What follows belongs to an exercise in optimizing a design on an open flow for small area; a production flow would make more cautious choices. Function was checked by simulation only, so behaviour that the tests miss may differ from the original. Power is estimated from default activity; no workload was simulated.

### design/flow/run.sh
#!/bin/bash
# synth_recipe.tcl (not shown) runs the flow's synth.tcl, then flattens the netlist and writes it again
# the make line also repeats each setting of config.mk as NAME=value (left out here)
make -C /OpenROAD-flow-scripts/flow DESIGN_CONFIG=/design/flow/config.mk WORK_HOME=/design/flow/orfs CLKGATE_MAP_FILE= SYNTH_SCRIPT=/design/flow/synth_recipe.tcl finish
### design/flow/config.mk
export PLATFORM = sky130hd
export DESIGN_NAME = issue_queue_top
export DESIGN_NICKNAME = issue_queue_top
export VERILOG_FILES = /design/flow/design.v
export SDC_FILE = /design/flow/constraint.sdc
export NUM_CORES = 4
export LEC_CHECK = 0
export CAP_MARGIN = 20
export CELL_PAD_IN_SITES_DETAIL_PLACEMENT = 1
export CELL_PAD_IN_SITES_GLOBAL_PLACEMENT = 2
export CORE_MARGIN = 2
export CORE_UTILIZATION = 25
export GPL_ROUTABILITY_DRIVEN = 1
export PLACE_DENSITY = 0.35
export SLEW_MARGIN = 20
### design/flow/constraint.sdc
create_clock -name core_clock -period 6.0 [get_ports {clk}]
set_input_delay 1.2000 -clock core_clock [delete_from_list [all_inputs] [get_ports {clk}]]
set_output_delay 1.2000 -clock core_clock [all_outputs]
set_load 0.01 [all_outputs]
### design/flow/design.v
package iq_pkg;
    localparam int NUM_ENTRIES = 16;
    localparam int ENTRY_IDX_W = $clog2(NUM_ENTRIES);
    localparam int NUM_UNITS = 3;
    localparam int UNIT_W    = 2;
    localparam int NUM_FWD   = 4;
    localparam int NUM_PREGS = 64;
    localparam int PREG_W    = $clog2(NUM_PREGS);
    localparam int XLEN      = 32;
    localparam int ROB_IDX_W = 6;
    localparam logic [6:0] OPC_OP_IMM = 7'b0010011;
    localparam logic [6:0] OPC_LOAD   = 7'b0000011;
    typedef logic [PREG_W-1:0] preg_t;
    typedef logic [XLEN-1:0]   word_t;
    typedef struct packed {
        logic [2:0]           funct3;
        logic [6:0]           funct7;
        logic [6:0]           opcode;
        preg_t                rd;
        preg_t                rs1;
        word_t                rs1_val;
        preg_t                rs2;
        word_t                rs2_val;
        word_t                imm;
        logic [ROB_IDX_W-1:0] rob_index;
        logic [UNIT_W-1:0]    unit;
    } iq_entry_t;
    localparam int F_UNIT      = 0;
    localparam int F_ROB       = F_UNIT + UNIT_W;
    localparam int F_IMM       = F_ROB + ROB_IDX_W;
    localparam int F_RS2_VAL   = F_IMM + XLEN;
    localparam int F_RS2       = F_RS2_VAL + XLEN;
    localparam int F_RS1_VAL   = F_RS2 + PREG_W;
    localparam int F_RS1       = F_RS1_VAL + XLEN;
    localparam int F_RD        = F_RS1 + PREG_W;
    localparam int F_OPCODE    = F_RD + PREG_W;
    localparam int F_FUNCT7    = F_OPCODE + 7;
    localparam int F_FUNCT3    = F_FUNCT7 + 7;
    localparam int ENTRY_W     = F_FUNCT3 + 3;
endpackage
`timescale 1ns/1ps
module reg_scoreboard (
    input  logic                                   clk,
    input  logic                                   reset_n,
    input  logic                                   dispatch_en,
    input  iq_pkg::preg_t                          dispatch_rd,
    input  iq_pkg::preg_t                          rs1,
    input  iq_pkg::preg_t                          rs2,
    input  logic [iq_pkg::NUM_FWD-1:0]             fwd_valid,
    input  logic [iq_pkg::NUM_FWD*iq_pkg::PREG_W-1:0] fwd_tag,
    output logic                                   rs1_ready,
    output logic                                   rs2_ready
);
    logic [iq_pkg::NUM_PREGS-1:0] preg_ready;
    always_ff @(posedge clk or negedge reset_n) begin
        if (!reset_n) begin
            preg_ready <= '1;
        end else begin
            for (int s = 0; s < iq_pkg::NUM_FWD; s++) begin
                if (fwd_valid[s]) begin
                    preg_ready[fwd_tag[s*iq_pkg::PREG_W +: iq_pkg::PREG_W]] <= 1'b1;
                end
            end
            if (dispatch_en) begin
                preg_ready[dispatch_rd] <= 1'b0;
            end
        end
    end
    assign rs1_ready = preg_ready[rs1];
    assign rs2_ready = preg_ready[rs2];
endmodule
`timescale 1ns/1ps
module iq_entry_array (
    input  logic                                           clk,
    input  logic                                           reset_n,
    input  logic                                           dispatch_valid,
    input  logic [iq_pkg::ENTRY_W-1:0]                     dispatch_op,
    input  logic                                           rs1_ready,
    input  logic                                           rs2_ready,
    input  logic [iq_pkg::NUM_ENTRIES-1:0]                 grant,
    input  logic [iq_pkg::NUM_FWD-1:0]                     fwd_valid,
    input  logic [iq_pkg::NUM_FWD*iq_pkg::PREG_W-1:0]      fwd_tag,
    input  logic [iq_pkg::NUM_FWD*iq_pkg::XLEN-1:0]        fwd_val,
    output logic                                           dispatch_en,
    output logic                                           full,
    output logic [iq_pkg::NUM_ENTRIES*iq_pkg::ENTRY_W-1:0] entries,
    output logic [iq_pkg::NUM_ENTRIES-1:0]                 ready
);
    localparam int NE = iq_pkg::NUM_ENTRIES;
    localparam int EW = iq_pkg::ENTRY_W;
    localparam int PW = iq_pkg::PREG_W;
    localparam int XL = iq_pkg::XLEN;
    localparam int NF = iq_pkg::NUM_FWD;
    logic [NE-1:0] use_bits;
    logic [NE-1:0] src1_rdy;
    logic [NE-1:0] src2_rdy;
    logic [NE-1:0] alloc;
    logic [1:0]    rr_unit;
    logic [PW-1:0] d_rs1;
    logic [PW-1:0] d_rs2;
    logic [6:0]    d_opcode;
    logic          no_rs2;
    logic [NF-1:0] d1_hit, d2_hit, d1_sel, d2_sel;
    logic          d1_in, d2_in;
    assign d_rs1    = dispatch_op[iq_pkg::F_RS1 +: PW];
    assign d_rs2    = dispatch_op[iq_pkg::F_RS2 +: PW];
    assign d_opcode = dispatch_op[iq_pkg::F_OPCODE +: 7];
    assign no_rs2   = (d_opcode == iq_pkg::OPC_OP_IMM) || (d_opcode == iq_pkg::OPC_LOAD);
    always_comb begin
        for (int s = 0; s < NF; s++) begin
            d1_hit[s] = fwd_valid[s] && (fwd_tag[s*PW +: PW] == d_rs1);
            d2_hit[s] = fwd_valid[s] && (fwd_tag[s*PW +: PW] == d_rs2);
        end
        d1_sel = d1_hit & ~(d1_hit - NF'(1));
        d2_sel = d2_hit & ~(d2_hit - NF'(1));
        d1_in = !(|d1_hit);
        d2_in = !(|d2_hit);
    end
    assign alloc = ~use_bits & (use_bits + NE'(1));
    assign full        = &use_bits;
    assign dispatch_en = dispatch_valid && !full;
    logic [NE-1:0]    w1_any, w2_any;
    logic [NE*NF-1:0] v1_sel, v2_sel;
    logic [NE-1:0]    v1_in, v2_in, v1_hold, v2_hold;
    always_comb begin
        for (int i = 0; i < NE; i++) begin
            logic [NF-1:0] h1, h2, f1, f2;
            for (int s = 0; s < NF; s++) begin
                h1[s] = fwd_valid[s] && (entries[i*EW + iq_pkg::F_RS1 +: PW] == fwd_tag[s*PW +: PW]);
                h2[s] = fwd_valid[s] && (entries[i*EW + iq_pkg::F_RS2 +: PW] == fwd_tag[s*PW +: PW]);
            end
            f1 = h1 & ~(h1 - NF'(1));
            f2 = h2 & ~(h2 - NF'(1));
            w1_any[i] = !src1_rdy[i] && (|h1);
            w2_any[i] = !src2_rdy[i] && (|h2);
            for (int s = 0; s < NF; s++) begin
                v1_sel[i*NF + s] = use_bits[i] ? (!src1_rdy[i] && f1[s]) : d1_sel[s];
                v2_sel[i*NF + s] = use_bits[i] ? (!src2_rdy[i] && f2[s]) : d2_sel[s];
            end
            v1_in[i]   = !use_bits[i] && d1_in;
            v2_in[i]   = !use_bits[i] && d2_in;
            v1_hold[i] = use_bits[i] && !w1_any[i];
            v2_hold[i] = use_bits[i] && !w2_any[i];
        end
    end
    always_ff @(posedge clk or negedge reset_n) begin
        if (!reset_n) begin
            use_bits <= '0;
            rr_unit  <= '0;
        end else begin
            use_bits <= (use_bits & ~grant) | (alloc & {NE{dispatch_valid}});
            if (dispatch_en) begin
                rr_unit <= (rr_unit == 2'd2) ? 2'd0 : rr_unit + 2'd1;
            end
        end
    end
    always_ff @(posedge clk) begin
        for (int i = 0; i < NE; i++) begin
            if (!use_bits[i]) begin
                src1_rdy[i] <= rs1_ready || !d1_in;
                src2_rdy[i] <= rs2_ready || !d2_in || no_rs2;
            end else begin
                src1_rdy[i] <= src1_rdy[i] || w1_any[i];
                src2_rdy[i] <= src2_rdy[i] || w2_any[i];
            end
        end
    end
    always_ff @(posedge clk) begin
        for (int i = 0; i < NE; i++) begin
            logic [XL-1:0] n1, n2;
            n1 = ({XL{v1_in[i]}}   & dispatch_op[iq_pkg::F_RS1_VAL +: XL]) |
                 ({XL{v1_hold[i]}} & entries[i*EW + iq_pkg::F_RS1_VAL +: XL]);
            n2 = ({XL{v2_in[i]}}   & dispatch_op[iq_pkg::F_RS2_VAL +: XL]) |
                 ({XL{v2_hold[i]}} & entries[i*EW + iq_pkg::F_RS2_VAL +: XL]);
            for (int s = 0; s < NF; s++) begin
                n1 = n1 | ({XL{v1_sel[i*NF + s]}} & fwd_val[s*XL +: XL]);
                n2 = n2 | ({XL{v2_sel[i*NF + s]}} & fwd_val[s*XL +: XL]);
            end
            entries[i*EW + iq_pkg::F_RS1_VAL +: XL] <= n1;
            entries[i*EW + iq_pkg::F_RS2_VAL +: XL] <= n2;
            if (!use_bits[i]) begin
                entries[i*EW + iq_pkg::F_UNIT +: 2]                         <= rr_unit;
                entries[i*EW + iq_pkg::F_ROB +: iq_pkg::F_RS2_VAL - iq_pkg::F_ROB] <=
                    dispatch_op[iq_pkg::F_ROB +: iq_pkg::F_RS2_VAL - iq_pkg::F_ROB];
                entries[i*EW + iq_pkg::F_RS2 +: PW]                         <= dispatch_op[iq_pkg::F_RS2 +: PW];
                entries[i*EW + iq_pkg::F_RS1 +: EW - iq_pkg::F_RS1]         <=
                    dispatch_op[iq_pkg::F_RS1 +: EW - iq_pkg::F_RS1];
            end
        end
    end
    assign ready = use_bits & src1_rdy & src2_rdy;
endmodule
`timescale 1ns/1ps
module issue_select (
    input  logic                                           clk,
    input  logic                                           reset_n,
    input  logic [iq_pkg::NUM_ENTRIES*iq_pkg::ENTRY_W-1:0] entries,
    input  logic [iq_pkg::NUM_ENTRIES-1:0]                 ready,
    output logic [iq_pkg::NUM_ENTRIES-1:0]                 grant,
    output logic [iq_pkg::NUM_UNITS-1:0]                   issue_valid,
    output logic [iq_pkg::NUM_UNITS*iq_pkg::ENTRY_W-1:0]   issue_op
);
    localparam int NE = iq_pkg::NUM_ENTRIES;
    localparam int NU = iq_pkg::NUM_UNITS;
    localparam int EW = iq_pkg::ENTRY_W;
    localparam int IW = iq_pkg::ENTRY_IDX_W;
    logic [NU*NE-1:0] unit_grant;
    logic [NU*IW-1:0] pick_idx;
    logic [NU-1:0]    pick_valid;
    logic [NU*IW-1:0] idx_q;
    logic [NU-1:0]    val_q;
    always_comb begin
        for (int u = 0; u < NU; u++) begin
            logic [NE-1:0] cand;
            for (int i = 0; i < NE; i++) begin
                cand[i] = ready[i] && entries[i*EW + iq_pkg::F_UNIT +: 2] == 2'(u);
            end
            unit_grant[u*NE +: NE] = cand & ~(cand - NE'(1));
            pick_valid[u]          = |cand;
            pick_idx[u*IW +: IW]   = '0;
            for (int i = 0; i < NE; i++) begin
                if (unit_grant[u*NE + i]) pick_idx[u*IW +: IW] = pick_idx[u*IW +: IW] | IW'(i);
            end
        end
    end
    always_comb begin
        grant = '0;
        for (int u = 0; u < NU; u++) begin
            grant = grant | unit_grant[u*NE +: NE];
        end
    end
    always_ff @(posedge clk or negedge reset_n) begin
        if (!reset_n) begin
            val_q <= '0;
        end else begin
            val_q <= pick_valid;
        end
    end
    always_ff @(posedge clk) begin
        idx_q <= pick_idx;
    end
    assign issue_valid = val_q;
    always_comb begin
        for (int u = 0; u < NU; u++) begin
            logic [EW-1:0] op;
            op = '0;
            for (int i = 0; i < NE; i++) begin
                op = op | ({EW{val_q[u] && idx_q[u*IW +: IW] == IW'(i)}} & entries[i*EW +: EW]);
            end
            op[iq_pkg::F_UNIT +: 2] = val_q[u] ? 2'(u) : 2'd0;
            issue_op[u*EW +: EW] = op;
        end
    end
endmodule
`timescale 1ns/1ps
module issue_queue_top (
    input  logic                                      clk,
    input  logic                                      reset_n,
    input  logic                                      dispatch_valid,
    input  logic [2:0]                                funct3,
    input  logic [6:0]                                funct7,
    input  logic [6:0]                                opcode,
    input  logic [5:0]                                rd,
    input  logic [5:0]                                rs1,
    input  logic [31:0]                               rs1_val,
    input  logic [5:0]                                rs2,
    input  logic [31:0]                               rs2_val,
    input  logic [31:0]                               imm,
    input  logic [5:0]                                rob_index,
    input  logic [3:0]                                fwd_valid,
    input  logic [23:0]                               fwd_tag,
    input  logic [127:0]                              fwd_val,
    output logic                                      full,
    output logic [2:0]                                issue_valid,
    output logic [416:0]                              issue_op
);
    logic [iq_pkg::ENTRY_W-1:0]        dispatch_op;
    logic                              dispatch_en;
    logic                              rs1_ready;
    logic                              rs2_ready;
    logic [iq_pkg::NUM_ENTRIES-1:0]    grant;
    logic [iq_pkg::NUM_ENTRIES-1:0]    ready;
    logic [iq_pkg::NUM_ENTRIES*iq_pkg::ENTRY_W-1:0] entries;
    assign dispatch_op = {funct3, funct7, opcode, rd, rs1, rs1_val, rs2, rs2_val,
                          imm, rob_index, 2'b00};
    reg_scoreboard u_scoreboard (
        .clk         (clk),
        .reset_n     (reset_n),
        .dispatch_en (dispatch_en),
        .dispatch_rd (rd),
        .rs1         (rs1),
        .rs2         (rs2),
        .fwd_valid   (fwd_valid),
        .fwd_tag     (fwd_tag),
        .rs1_ready   (rs1_ready),
        .rs2_ready   (rs2_ready)
    );
    iq_entry_array u_entries (
        .clk            (clk),
        .reset_n        (reset_n),
        .dispatch_valid (dispatch_valid),
        .dispatch_op    (dispatch_op),
        .rs1_ready      (rs1_ready),
        .rs2_ready      (rs2_ready),
        .grant          (grant),
        .fwd_valid      (fwd_valid),
        .fwd_tag        (fwd_tag),
        .fwd_val        (fwd_val),
        .dispatch_en    (dispatch_en),
        .full           (full),
        .entries        (entries),
        .ready          (ready)
    );
    issue_select u_select (
        .clk         (clk),
        .reset_n     (reset_n),
        .entries     (entries),
        .ready       (ready),
        .grant       (grant),
        .issue_valid (issue_valid),
        .issue_op    (issue_op)
    );
endmodule
==> impl_metrics.json, run 1 <==
{
  "fill_cells": 64800,
  "hold-worst-slack_ps": 512,
  "yosys_warnings": 3,
  "synth_top_area_frac": 0.243,
  "grt_pass1_wl_um": 1900000,
  "antenna_found_initial": 223,
  "slew_headroom": 0.0949,
  "finalNonFillerCells": 23200,
  "num_rows": 283,
  "area_growth_pct": 22.8,
  "overflow": 0,
  "drtAntennaViolNets": 0,
  "period_needed_ps": 6210,
  "use_met2": 0.654,
  "status": "finished with violations",
  "die_y_um": 775,
  "multi_input_comb_area_mm2": 0.0804,
  "switching_share": 0.488,
  "p_clk_frac": 0.233,
  "setup_tns_ps": -3200,
  "yosysTopAreaCell": "edfxtp_1",
  "use_met1": 0.566,
  "final_max_slew_viol_count": 0,
  "cts_tree": "built",
  "synthFlopType": "edfxtp_1",
  "seqPwrFrac": 0.358,
  "coreArea_mm2": 0.593,
  "cp-end-kind": "output pin",
  "port_buffers": 712,
  "intPower_mw": 46.6,
  "synthCells": 15000,
  "regArea_mm2": 0.0597,
  "worstPathArrival_ps": 5010,
  "first_pass_iters": 14,
  "io_pins": 717,
  "hold_violations": 0,
  "finalSetupViolCount": 53,
  "numCtsBuffers": 327,
  "fin_ws_ps": -206,
  "fin_skew_ps": 142,
  "place_area_mm2": 0.170,
  "p_sw_mw": 44.4,
  "dieArea_mm2": 0.600,
  "drt_wl_total_um": 1490000,
  "placed_cells": 22300,
  "fmax_mhz": 161,
  "vias": 185000,
  "required_ps": 4800,
  "preCtsSetupSlack_ps": 676,
  "top_usage_layer": "met2",
  "root_buffer": "clkbuf_16",
  "grt_max_degree": 70,
  "ys_ff_latch": 2353,
  "fin_area_mm2": 0.182,
  "die_x_um": 775,
  "power_mw": 91.0,
  "cts.path.max_buffers": 4,
  "synth_edf_count": 1200,
  "synth_area_mm2": 0.148,
  "clkSlewWorstSetupHoldPaths_ps": 60,
  "p_comb_frac": 0.409,
  "final_util": 0.308,
  "ir_drop_v": 0.000357,
  "dp_hpwl_um": 920000,
  "ys_async_sr_fraction": 0.0361,
  "synth_cell_types": 110,
  "synthTopCellsByArea": "edfxtp_1 (24%), dfxtp_1 (14%), a221oi_1 (10%)",
  "htreeDepth": 5,
  "start_util": 0.250,
  "crit_path_start": "u_select.val_q[2]",
  "r2r-start": "u_entries.entries[671]",
  "drive_gt1_frac": 0.140,
  "first_iter_violations": 39100,
  "min_from": "u_entries.entries[1988]",
  "power-per-cell-area_mw_per_mm2": 499,
  "grt_pass1_vias": 174000,
  "cts_sinks": 2353,
  "grt_usage": 0.473,
  "viasPerCell": 8.00,
  "checkFailReasons": "negative setup slack",
  "leakagePower_nw": 61.7,
  "final_net_count": 15200,
  "grt_util_met3": 0.215,
  "crit_type": "reg -> out",
  "hold_class": "reg -> reg",
  "crit_fanout": 37,
  "place.gp.congestion": 0.995,
  "crit_path_start_kind": "register",
  "synth.avg_cell_area_um2": 9.92,
  "cap_violations": 0,
  "clk_latency_ps": 1130,
  "ys_seq_area_frac": 0.402,
  "cts_hold_buf": 0,
  "period_share": 1.03,
  "tightest_slew_ps": 1360,
  "drcViolationCount": 0,
  "wl_per_cell_um": 64.3
}
flip-flops by register name, indices dropped and copies added, names as in the netlist:
name and count:
u_entries.entries 2224, u_entries.rr_unit 2, u_entries.src1_rdy 16, u_entries.src2_rdy 16, u_entries.use_bits 16, u_scoreboard.preg_ready 64, u_select.idx_q 12, u_select.val_q 3
layout by cell type (no fill, tap or decap), types with 64 or more instances in the layout:
master,count
a221o_1,128
dfstp_2,64
a222oi_1,891
o2111ai_1,66
a211o_1,66
nand2_1,780
nand4_1,568
xnor2_1,470
clkbuf_1,72
buf_12,325
a2bb2oi_1,68
nor3_1,171
a32oi_1,101
a22oi_1,749
edfxtp_1,1200
o211ai_1,359
a22o_1,1713
nor2_1,123
dfxtp_1,1068
inv_1,336
xor2_1,360
a21oi_1,95
clkdlybuf4s50_1,629
buf_4,736
buf_2,72
diode_2,201
clkbuf_16,332
o22ai_1,120
nand3_1,453
nor2_4,72
o32ai_1,71
a221oi_1,1742
cells by family after synthesis:
group / synth area share
AOI/OAI and AO/OA: 0.378
buffers and inverters: 0.0725
and+or+nand+nor: 0.0908
DFF: 0.402
xor gates and xnor gates: 0.0491
muxes: 0.00620
adders and majority gates: 0.00169
other: 0.0000253
per-layer routing:
metal | wire (um) | part of all wire | vias up
met5 | 2500 | 0.0017 | -
met4 | 134000 | 0.090 | 113
met3 | 196000 | 0.13 | 6122
met2 | 598000 | 0.40 | 19800
met1 | 560000 | 0.38 | 95800
li1 | - | - | 63500
synthesized netlist by cell type, drive strengths merged (23+ instances only):
master   instances
a211o           66
a21o            34
a21oi          108
a221o          128
a221oi        1742
a222oi         891
a22o          1715
a22oi          750
a2bb2oi         68
a32oi          102
and2            26
buf            543
clkbuf        1704
dfstp           64
dfxtp         1068
edfxtp        1200
inv            350
mux4            32
nand2          782
nand2b          38
nand3          455
nand3b          26
nand4          570
nor2           197
nor3           187
nor4            88
o2111ai         66
o211ai         359
o21ai           86
o22ai          159
o32a            39
o32ai           88
or3             23
or4             67
xnor2          470
xor2           361
repair_timing:
action | CTS | global route
cloned | 1 | 0
pin swaps | 16 | 3
setup buffers | 30 | 3
endpoints found under the setup margin | 281 | 15
gates resized for setup | 23 | 9
power groups by stage:
stage,Clock (mW),Combinational (mW),Sequential [mW]
CTS,21.3,35.0,31.9
global route,21.9,36.8,32.7
global placement,0,34.5,32.2
floorplan,0,15.3,27.3
detailed placement,0,34.8,32.2
finish,21.2,37.2,32.5
path summary, 6_finish.rpt:
kind | slack [ps] | endpoint | depth (start not counted)
setup / recovery | -210 | issue_op[325] | 8
hold / removal | 510 | u_entries.entries[1988] | 2
setup reg to reg | 2150 | u_entries.entries[656] | 7
hold reg to reg | 510 | u_entries.entries[1988] | 2
max in group asynchronous | 4490 | u_entries.use_bits[12] | 2
min in group asynchronous | 620 | u_scoreboard.preg_ready[27] | 1
critical path, cell delays in order (launching register included):
cell             delay, ps
dfrtp_1                610
or3b_2                 640
nor2_4                 310
buf_12                 440
a22o_1                 230
a221oi_1                70
nand4_1                250
buf_4                  230
clkdlybuf4s50_1       1050
layout make-up:
cell class                 instances  share of cell area
tap                             7837              0.0538
multi-input combinational      10000               0.441
sequential                      2353               0.327
antenna                          201             0.00276
clock inverter                   158              0.0106
inverter                         352             0.00780
clock buffer                     438              0.0496
timing repair buffer            1808               0.107
==> run 2, diff against run 1 <==
--- a/design/flow/design.v
+++ b/design/flow/design.v
@@ -44,7 +44,7 @@
     input  logic                                   reset_n,
     input  logic                                   dispatch_en,
-    input  iq_pkg::preg_t                          dispatch_rd,
-    input  iq_pkg::preg_t                          rs1,
-    input  iq_pkg::preg_t                          rs2,
+    input  logic [iq_pkg::PREG_W-1:0]              dispatch_rd,
+    input  logic [iq_pkg::PREG_W-1:0]              rs1,
+    input  logic [iq_pkg::PREG_W-1:0]              rs2,
     input  logic [iq_pkg::NUM_FWD-1:0]             fwd_valid,
     input  logic [iq_pkg::NUM_FWD*iq_pkg::PREG_W-1:0] fwd_tag,
@@ -52,21 +52,40 @@
     output logic                                   rs2_ready
 );
-    logic [iq_pkg::NUM_PREGS-1:0] preg_ready;
+    localparam int NP = iq_pkg::NUM_PREGS;
+    localparam int NF = iq_pkg::NUM_FWD;
+    localparam int PW = iq_pkg::PREG_W;
+    logic [NP-1:0] busy;
+    logic [NP-1:0] set_rdy;
+    logic [NP-1:0] clr_rdy;
+    logic [NF*8-1:0] f_hi, f_lo;
+    logic [7:0]      d_hi, d_lo;
+    always_comb begin
+        for (int s = 0; s < NF; s++) begin
+            for (int k = 0; k < 8; k++) begin
+                f_hi[s*8 + k] = fwd_valid[s] && fwd_tag[s*PW + 3 +: 3] == 3'(k);
+                f_lo[s*8 + k] = fwd_tag[s*PW +: 3] == 3'(k);
+            end
+        end
+        for (int k = 0; k < 8; k++) begin
+            d_hi[k] = dispatch_en && dispatch_rd[5:3] == 3'(k);
+            d_lo[k] = dispatch_rd[2:0] == 3'(k);
+        end
+        for (int r = 0; r < NP; r++) begin
+            set_rdy[r] = 1'b0;
+            for (int s = 0; s < NF; s++) begin
+                set_rdy[r] = set_rdy[r] | (f_hi[s*8 + r/8] & f_lo[s*8 + r%8]);
+            end
+            clr_rdy[r] = d_hi[r/8] & d_lo[r%8];
+        end
+    end
     always_ff @(posedge clk or negedge reset_n) begin
         if (!reset_n) begin
-            preg_ready <= '1;
+            busy <= '0;
         end else begin
-            for (int s = 0; s < iq_pkg::NUM_FWD; s++) begin
-                if (fwd_valid[s]) begin
-                    preg_ready[fwd_tag[s*iq_pkg::PREG_W +: iq_pkg::PREG_W]] <= 1'b1;
-                end
-            end
-            if (dispatch_en) begin
-                preg_ready[dispatch_rd] <= 1'b0;
-            end
+            busy <= (busy & ~set_rdy) | clr_rdy;
         end
     end
-    assign rs1_ready = preg_ready[rs1];
-    assign rs2_ready = preg_ready[rs2];
+    assign rs1_ready = !busy[rs1];
+    assign rs2_ready = !busy[rs2];
 endmodule
 `timescale 1ns/1ps
@@ -208,5 +227,5 @@
     logic [NU*IW-1:0] pick_idx;
     logic [NU-1:0]    pick_valid;
-    logic [NU*IW-1:0] idx_q;
+    logic [NU*NE-1:0] sel_q;
     logic [NU-1:0]    val_q;
     always_comb begin
@@ -233,11 +252,10 @@
         if (!reset_n) begin
             val_q <= '0;
+            sel_q <= '0;
         end else begin
             val_q <= pick_valid;
+            sel_q <= unit_grant;
         end
     end
-    always_ff @(posedge clk) begin
-        idx_q <= pick_idx;
-    end
     assign issue_valid = val_q;
     always_comb begin
@@ -246,5 +264,5 @@
             op = '0;
             for (int i = 0; i < NE; i++) begin
-                op = op | ({EW{val_q[u] && idx_q[u*IW +: IW] == IW'(i)}} & entries[i*EW +: EW]);
+                op = op | ({EW{sel_q[u*NE + i]}} & entries[i*EW +: EW]);
             end
             op[iq_pkg::F_UNIT +: 2] = val_q[u] ? 2'(u) : 2'd0;
==> design/flow/flow/run.sh (new file) <==
#!/bin/bash
# The standard ORFS layout (the standard.sh, unchanged synthesis), with these
# changes: ports are buffered with buf_2 instead of the delay-cell buffer that
# buffer_ports picks by default; clock tree synthesis uses larger sink clusters
# and no dummy loads; global routing holds back more of met1/met2 (fastroute.tcl
# beside this script). make's output goes to flow_make.log; every ORFS step
# writes its own log under orfs/logs/.
set -euo pipefail
HERE="$(cd "$(dirname "$0")" && pwd)"
cd "$HERE/.."
bash standard.sh \
  "FASTROUTE_TCL=$HERE/fastroute.tcl" \
  "BUFFER_PORTS_ARGS=-buffer_cell sky130_fd_sc_hd__buf_2" \
  "CTS_ARGS=-sink_clustering_enable -repair_clock_nets -sink_clustering_size 25 -sink_clustering_max_diameter 90 -dont_use_dummy_load" \
  finish > flow_make.log 2>&1
==> design/flow/flow/fastroute.tcl (new file) <==
# Global routing layers as the platform's fastroute.tcl sets them, but with more
# of met1 and met2 held back, so global routing moves wires up to met3/met4 and
# leaves the lower layers room for pin access in detailed routing.
set_global_routing_layer_adjustment $::env(MIN_ROUTING_LAYER)-$::env(MAX_ROUTING_LAYER) 0.2
set_global_routing_layer_adjustment met1 0.45
set_global_routing_layer_adjustment met2 0.3

set_routing_layers -clock $::env(MIN_CLK_ROUTING_LAYER)-$::env(MAX_ROUTING_LAYER)
set_routing_layers -signal $::env(MIN_ROUTING_LAYER)-$::env(MAX_ROUTING_LAYER)
==> design/flow/standard.sh (new file) <==
#!/bin/bash
# synth_recipe.tcl (not shown) runs the flow's synth.tcl, then flattens the netlist and writes it again
# the make line also repeats each setting of config.mk as NAME=value (left out here)
make -C /OpenROAD-flow-scripts/flow DESIGN_CONFIG=/design/flow/config.mk WORK_HOME=/design/flow/orfs CLKGATE_MAP_FILE= SYNTH_SCRIPT=/design/flow/synth_recipe.tcl "${@:-finish}"
==> design/flow/config.mk (replaced) <==
export PLATFORM = sky130hd
export DESIGN_NAME = issue_queue_top
export DESIGN_NICKNAME = issue_queue_top
export VERILOG_FILES = /design/flow/design.v
export SDC_FILE = /design/flow/constraint.sdc
export NUM_CORES = 4
export LEC_CHECK = 0
export CAP_MARGIN = 20
export CELL_PAD_IN_SITES_DETAIL_PLACEMENT = 2
export CELL_PAD_IN_SITES_GLOBAL_PLACEMENT = 3
export CORE_MARGIN = 2
export CORE_UTILIZATION = 30
export GPL_ROUTABILITY_DRIVEN = 1
export PLACE_DENSITY = 0.36
export SLEW_MARGIN = 20
removed: design/flow/run.sh
==> run 2 against run 1 <==
The run now finishes clean. Register-to-register slack got worse by 240 ps. Sequential power is 1% lower. Worst setup slack better by 540 ps. Final cell count is 11% lower. Power fell by 10%. Synthesized area down 1.4%. Count of clock-buffer cells in the layout decreased by 258. Maximum frequency grew 9.5%. Global-route usage increased by 14 points. Clock skew is 45 ps higher. Sequential cell count up 36. Via count fell by 5.8%. Critical endpoint is now issue_op[217].
==> impl_metrics.json, run 2 <==
{
  "synth_most_common_cell": "a221oi_1",
  "ys_ff_latch": 2389,
  "netlist_top_cells_count": "a221oi_1 (1701), a22o_1 (1688), clkbuf_1 (1540)",
  "fin_skew_ps": 187,
  "synth_edf_count": 1200,
  "area_growth_pct": 12.4,
  "first_pass_iters": 14,
  "cts.path.max_buffers": 4,
  "die_x_um": 703,
  "finalSetupViolCount": 0,
  "synthCells": 14500,
  "clkSlewWorstSetupHoldPaths_ps": 110,
  "worstPathArrival_ps": 4470,
  "largest_reg_flops": 2224,
  "timing.critical_path.buf_inv": 2,
  "overflow": 0,
  "drt_wl_total_um": 1330000,
  "fin_ws_ps": 332,
  "power-per-cell-area_mw_per_mm2": 495,
  "viasPerCell": 8.45,
  "crit_type": "reg -> out",
  "drive_gt1_frac": 0.141,
  "required_ps": 4800,
  "fin_area_mm2": 0.165,
  "crit_fanout": 25,
  "grt_pass1_wl_um": 1750000,
  "final_max_slew_viol_count": 0,
  "cap_violations": 0,
  "wl_per_cell_um": 64.5,
  "ys_seq_area_frac": 0.413,
  "grt_usage": 0.618,
  "top_register": "u_entries.entries",
  "cp_cell_sequence": "buf_4, a221oi_1, nand4_1, buf_2",
  "synthFlopType": "edfxtp_1",
  "die_y_um": 703,
  "place_area_mm2": 0.159,
  "crit_path_start_kind": "register",
  "layout_commonest_cell": "a221oi_1",
  "numCtsBuffers": 180,
  "coreArea_mm2": 0.486,
  "hold_violations": 0,
  "period_needed_ps": 5670,
  "place.gp.congestion": 1.01,
  "num_rows": 256,
  "tightest_slew_ps": 1460,
  "grt_pass1_vias": 184000,
  "ys_async_sr_fraction": 0.0557,
  "leakagePower_nw": 55.9,
  "cts_sinks": 2389,
  "hold_class": "in -> async",
  "dieArea_mm2": 0.494,
  "yosysTopAreaCell": "edfxtp_1",
  "dp_hpwl_um": 768000,
  "ir_drop_v": 0.000548,
  "crit_family": "simple AND/OR/NAND/NOR gates",
  "slew_headroom": 0.0268,
  "fmax_mhz": 176,
  "cpPeakStageDelay_ps": 1140,
  "cts_resized": 0,
  "preCtsSetupSlack_ps": 803,
  "vias": 175000,
  "first_iter_violations": 22100,
  "htreeDepth": 4,
  "synth.avg_cell_area_um2": 10.1,
  "rsz0062_at_grt": "false",
  "drtAntennaViolNets": 0,
  "cts_tree": "built",
  "io_pins": 717,
  "synth_cell_types": 100,
  "cts_hold_buf": 0,
  "grt_max_degree": 81,
  "drcViolationCount": 0,
  "fill_cells": 51600,
  "synth_top_area_frac": 0.246,
  "port_buffers": 712,
  "antenna_found_initial": 229,
  "largestRegisters": "u_entries.entries: 2224 flops, u_scoreboard.busy: 64 flops, u_select.sel_q: 48 flops",
  "power_mw": 81.5,
  "post-cts-setup-buffers": 0,
  "final_cell_mix": "a221oi_1 (1701), a22o_1 (1688), edfxtp_1 (1200)",
  "synthTopCellsByArea": "edfxtp_1 (25%), dfxtp_1 (14%), a221oi_1 (10%)",
  "period_share": 0.945,
  "clk_latency_ps": 1060,
  "yosys_warnings": 3,
  "synth_area_mm2": 0.146,
  "status": "finished clean",
  "final_net_count": 14200,
  "root_buffer": "clkbuf_16",
  "setup_tns_ps": 0,
  "start_util": 0.301,
  "cpMaxStageDelayCell": "nand4_1",
  "cp-end-kind": "output pin"
}
run 2: cell count changes in the layout (fill, tap and decap cells not counted), sizes merged, moves of 68 or more:
| cell | previous run | this run |
|---|---|---|
| nor3 | 187 | 64 |
| dfrtp | 21 | 133 |
| a222oi | 891 | 1011 |
| a32oi | 102 | 34 |
| clkinv | 94 | 0 |
| buf | 1167 | 1392 |
| a21oi | 108 | 28 |
| nand2b | 38 | 114 |
| clkbuf | 438 | 181 |
| a22oi | 750 | 874 |
| nand3 | 455 | 319 |
| diode | 201 | 340 |
| clkdlybuf4s50 | 629 | 0 |
run 2: cells by family after synthesis:
logic type,count (synthesis),synth area share
AND/OR/NAND/NOR,2400,0.0873
XOR/XNOR,816,0.0488
other,1,0.0000256
flip-flops,2389,0.413
multiplexers,45,0.00577
AO/OA/AOI/OAI,6264,0.372
buffers and inverters,2575,0.0730
run 2: final cells by class:
| cell class | instances | area, um2 | area share |
|---|---|---|---|
| repair buffers | 1393 | 11400 | 0.0693 |
| diodes | 340 | 851 | 0.00517 |
| multi-input cells | 9529 | 77500 | 0.471 |
| inverters | 377 | 1500 | 0.00913 |
| clock buffers | 180 | 4500 | 0.0274 |
| flip-flops and latches | 2389 | 60700 | 0.369 |
| well taps | 6450 | 8070 | 0.0490 |
run 2: routing by layer:
metal  share of wire  wire (um)  track usage  up-vias
li1                -          -            -    60400
met1            0.34     454000        0.727    89500
met2            0.39     516000        0.757    18100
met3            0.17     225000        0.470     6325
met4            0.10     133000        0.514      168
met5          0.0032       4330        0.144        -
run 2: report_power, final:
group	switching, mW	internal (mW)
Sequential	9.04	23.0
Clock	6.94	5.30
Combinational	27.0	10.1
run 2: through the flow:
step | hold slack, ps | util | instances
finish | 183 | 0.338 | 20700
detailed placement | 501 | 0.327 | 20100
global route | 222 | 0.338 | 20500
global placement | 474 | 0.326 | 20100
floorplan | 441 | - | 14500
CTS | 162 | 0.336 | 20300
run 2: final timing paths:
kind                       slack (ps)                    from                     to  cells past startpoint
max                               330      u_select.sel_q[20]          issue_op[217]                      4
min                               180                 reset_n   u_scoreboard.busy[3]                      1
max reg2reg                      1910   u_entries.use_bits[4]  u_scoreboard.busy[58]                      8
min reg2reg                       410  u_entries.entries[278]      u_select.sel_q[2]                      1
max in group asynchronous        4520                 reset_n     u_select.sel_q[26]                      2
min in group core_clock           410  u_entries.entries[278]      u_select.sel_q[2]                      1
run 2: worst register-to-register path, stage by stage, from the launching register on:
cell	delay, ps
dfrtp_2	950
inv_6	300
or4_1	630
nor4_1	320
buf_4	230
nand2b_1	660
or2_2	380
nor2_1	220
a22o_1	260

-- afterwards: timing with drivers on the ports --
No port has a modelled driver above. Below, the same layouts with a new extraction and two added sets of constraints. Step 1, drivers: a clkbuf_16 drives clk and a buf_2 each remaining input, both assumed. Step 2 adds t to the input delays and takes it off the output delays; t is the mean of the earliest and latest rising clock arrival at the registers after step 1. Input paths then give back, and output paths get back, about the clock's delay inside the block. Three values: no drivers, after step 1, after step 2; two values: the first two.
| run | shift t [ns] | setup WS [ns] | worst setup path at the end | slew at the worst register clock pin (ns) |
|---|---|---|---|---|
| run 1 | 1.197 | -0.206 / -0.344 / 0.360 | input to register | 0.08 / 0.08 |
| run 2 | 1.101 | 0.332 / 0.199 / 0.528 | input to register | 0.11 / 0.11 |
